Context: an optimization exercise on an open-source flow, tuned for small area, a short achievable clock period and few clock cycles per item. The choices shown serve that exercise and are no tape-out recipe. Function was checked by simulation only, so behaviour that the tests miss may differ from the original. Power figures rest on the tool's default switching activity, not on a simulated workload.

trial 82:
==> flow/design.v (excerpt) <==
module exec_stage (
    input  logic             clk,
    input  logic             rst,            
    input  logic             req_valid,
    input  logic [4:0]       req_func,
    input  logic             req_opa_sel,
    input  logic             req_opb_sel,
    input  logic [1:0]       req_rs_fwd,
    input  logic [1:0]       req_rt_fwd,
    input  logic [32-1:0] req_rs,         
    input  logic [32-1:0] req_rt,
    input  logic [32-1:0] req_ext,        
    input  logic [32-1:0] fwd_alu_res,
    input  logic [32-1:0] fwd_mem_res,
    output logic             rsp_valid,
    output logic [32-1:0] rsp_result,
    output logic [32-1:0] store_data_o,
    output logic             md_busy_o
);
localparam logic [4:0] ALU_NOP   = 5'd0;
localparam logic [4:0] ALU_PA    = 5'd1;    
localparam logic [4:0] ALU_PB    = 5'd2;    
localparam logic [4:0] ALU_ADD   = 5'd3;
localparam logic [4:0] ALU_SUB   = 5'd4;
localparam logic [4:0] ALU_AND   = 5'd5;
localparam logic [4:0] ALU_OR    = 5'd6;
localparam logic [4:0] ALU_XOR   = 5'd7;
localparam logic [4:0] ALU_NOR   = 5'd8;
localparam logic [4:0] ALU_SLT   = 5'd9;
localparam logic [4:0] ALU_SLTU  = 5'd10;
localparam logic [4:0] ALU_SLL   = 5'd11;   
localparam logic [4:0] ALU_SRL   = 5'd12;
localparam logic [4:0] ALU_SRA   = 5'd13;
localparam logic [4:0] ALU_MULT  = 5'd16;   
localparam logic [4:0] ALU_MULTU = 5'd17;
localparam logic [4:0] ALU_DIV   = 5'd18;
localparam logic [4:0] ALU_DIVU  = 5'd19;
localparam logic [4:0] ALU_MFHI  = 5'd20;
localparam logic [4:0] ALU_MFLO  = 5'd21;
localparam logic [4:0] ALU_MTHI  = 5'd22;
localparam logic [4:0] ALU_MTLO  = 5'd23;
localparam logic OPA_RS  = 1'b0;
localparam logic OPA_EXT = 1'b1;
localparam logic OPB_RT  = 1'b0;
localparam logic OPB_EXT = 1'b1;
localparam logic [1:0] FWD_NONE = 2'd0;
localparam logic [1:0] FWD_ALU  = 2'd1;     
localparam logic [1:0] FWD_MEM  = 2'd2;     
    logic [32-1:0] opa;
  ...
Size in the first run: roughly 4800 cells after synthesis, ~150 flip-flops, roughly 30000 µm² of cells after synthesis.
==> flow/config.mk <==
export PLATFORM = sky130hd
export DESIGN_NAME = exec_stage
export DESIGN_NICKNAME = exec_stage
export VERILOG_FILES = /design/flow/design.v
export SDC_FILE = /design/flow/constraint.sdc
export NUM_CORES = 4
export LEC_CHECK = 0
export ABC_AREA = 1
export CAP_MARGIN = 20
export CORE_MARGIN = 2
export CORE_UTILIZATION = 40
export SLEW_MARGIN = 20
==> flow/constraint.sdc <==
create_clock -name core_clock -period 6.5 [get_ports {clk}]
set_input_delay 1.3000 -clock core_clock [delete_from_list [all_inputs] [get_ports {clk}]]
set_output_delay 1.3000 -clock core_clock [all_outputs]
set_load 0.01 [all_outputs]
standard.sh (not shown) runs the stock make flow with config.mk's settings and CLKGATE_MAP_FILE= SYNTH_SCRIPT=/design/flow/synth_recipe.tcl, a recipe that flattens the netlist after the stock synthesis.
==> flow/flow/run.sh <==
#!/bin/bash
set -o pipefail
cp standard.sh standard_sh_copy.log
export BUFFER_PORTS_ARGS="-buffer_cell sky130_fd_sc_hd__buf_2"
bash standard.sh > standard.log 2>&1
Trial 82 went all the way through the flow, and no timing, DRC or antenna check failed.
Testbench counts of trial 82, summed over its fixed seeds: cycles 44,261, items 24,016.
Inputs modified between trial 82 and trial 68:
diff --git a/flow/design.v b/flow/design.v
--- a/flow/design.v
+++ b/flow/design.v
@@ -276,22 +276,23 @@
     logic               op_signed;
     logic               a_neg;
     logic               b_neg;
     logic [32-1:0]   a_load;
     logic [32-1:0]   b_load;
     assign md_op     = (func_i == ALU_MULT) || (func_i == ALU_MULTU) ||
                        (func_i == ALU_DIV)  || (func_i == ALU_DIVU);
     assign op_mul    = (func_i == ALU_MULT) || (func_i == ALU_MULTU);
     assign op_signed = (func_i == ALU_MULT) || (func_i == ALU_DIV);
     assign a_neg     = (func_i == ALU_DIV) && opa_i[32-1];
     assign b_neg     = (func_i == ALU_DIV) && opb_i[32-1];
+    assign a_load    = a_neg ? -opa_i : opa_i;
     assign b_load    = op_mul ? opb_i : (b_neg ? opb_i : ~opb_i);
     logic               mul_last;
     logic [3:0]         bth_neg;
     logic [34:0]        bth_pp [4];
     logic [39:0]        mul_op [6];
     logic [39:0]        csa_s1, csa_c1, csa_s2, csa_c2, csa_s3, csa_c3, csa_s4, csa_c4;
     logic [39:0]        mul_sum;
     assign mul_last = (cnt[1:0] == 2'd3);
     logic [3:0]         bd_one;
     logic [3:0]         bd_two;
     logic [3:0]         bd_neg;
@@ -451,34 +452,29 @@
             begin
                 hi     <= opa_i;
                 neg_hi <= 1'b0;
             end
             else if (func_i == ALU_MTLO)
             begin
                 lo     <= opa_i;
                 neg_lo <= 1'b0;
             end
         end
     end
-    logic               rd_op;
     logic               rd_hi;
-    logic [32-1:0]   ng_src;
-    logic               ng_en;
-    logic [32-1:0]   ng_res;
-    assign rd_op  = (func_i == ALU_MFHI) || (func_i == ALU_MFLO);
+    logic [32-1:0]   rd_raw;
+    logic               rd_neg;
     assign rd_hi  = (func_i == ALU_MFHI);
-    assign ng_src = !rd_op ? opa_i  : (rd_hi ? hi : lo);
-    assign ng_en  = !rd_op ? a_neg  : (rd_hi ? neg_hi : neg_lo);
-    assign ng_res = ng_en ? -ng_src : ng_src;
-    assign a_load = ng_res;
-    assign hilo_o = ng_res;
+    assign rd_raw = rd_hi ? hi : lo;
+    assign rd_neg = rd_hi ? neg_hi : neg_lo;
+    assign hilo_o = rd_neg ? -rd_raw : rd_raw;
     assign busy_o = busy;
 endmodule
 `timescale 1ns/1ps
 module exec_stage (
     input  logic             clk,
     input  logic             rst,            
     input  logic             req_valid,
     input  logic [4:0]       req_func,
     input  logic             req_opa_sel,
     input  logic             req_opb_sel,
     input  logic [1:0]       req_rs_fwd,
Results
Trial 68 vs trial 82: clock power share down. Between trial 68 and trial 82, the wire length after detailed routing figures differ only marginally. Taking trial 82 as the reference point, the setup slack of trial 68 falls by 0.11 ns. Trial 68 ended up with met4 as its highest metal layer used by the detailed router; trial 82 ended up with met5. Delta (trial 68 minus trial 82): power closely matched the old numbers, flip-flop and latch share of the layout cell area was more or less identical, number of non-clock buffers in the layout fell by about 7.5%. Re area after synthesis: trial 68 is 1.6% up on trial 82.
Testbench counts of trial 68, summed over its fixed seeds: cycles 44,261, items 24,016.

port drivers added, routing unchanged:
How much do the figures lean on ideal ports? The routed layouts below were timed once more, with nothing changed but the port constraints. Step 1: set_driving_cell puts a clkbuf_16 on clk and a buf_2 on each other input, an assumption about the parent block. Step 2, shift: input delay + t, output delay - t, t = (earliest + latest rising clock arrival at the registers) / 2. This alone moves slack from input paths to output paths. Three values: no drivers, after step 1, after step 2; two values: the first two.
| run | shift t [ns] | setup slack, ns | hold slack, ns | pins driven straight from the clock port |
|---|---|---|---|---|
| trial 82 | 0.554 | 0.782 / 0.782 / 0.526 | 0.470 / 0.470 / 0.470 | 1 |
| trial 68 | 0.562 | 0.675 / 0.675 / 0.675 | 0.525 / 0.525 / 0.525 | 1 |
After both steps setup and hold are still met in every run listed. For trial 82, which loses most, drivers alone change the setup slack by 0.000 ns; drivers and shift together by -0.256 ns.
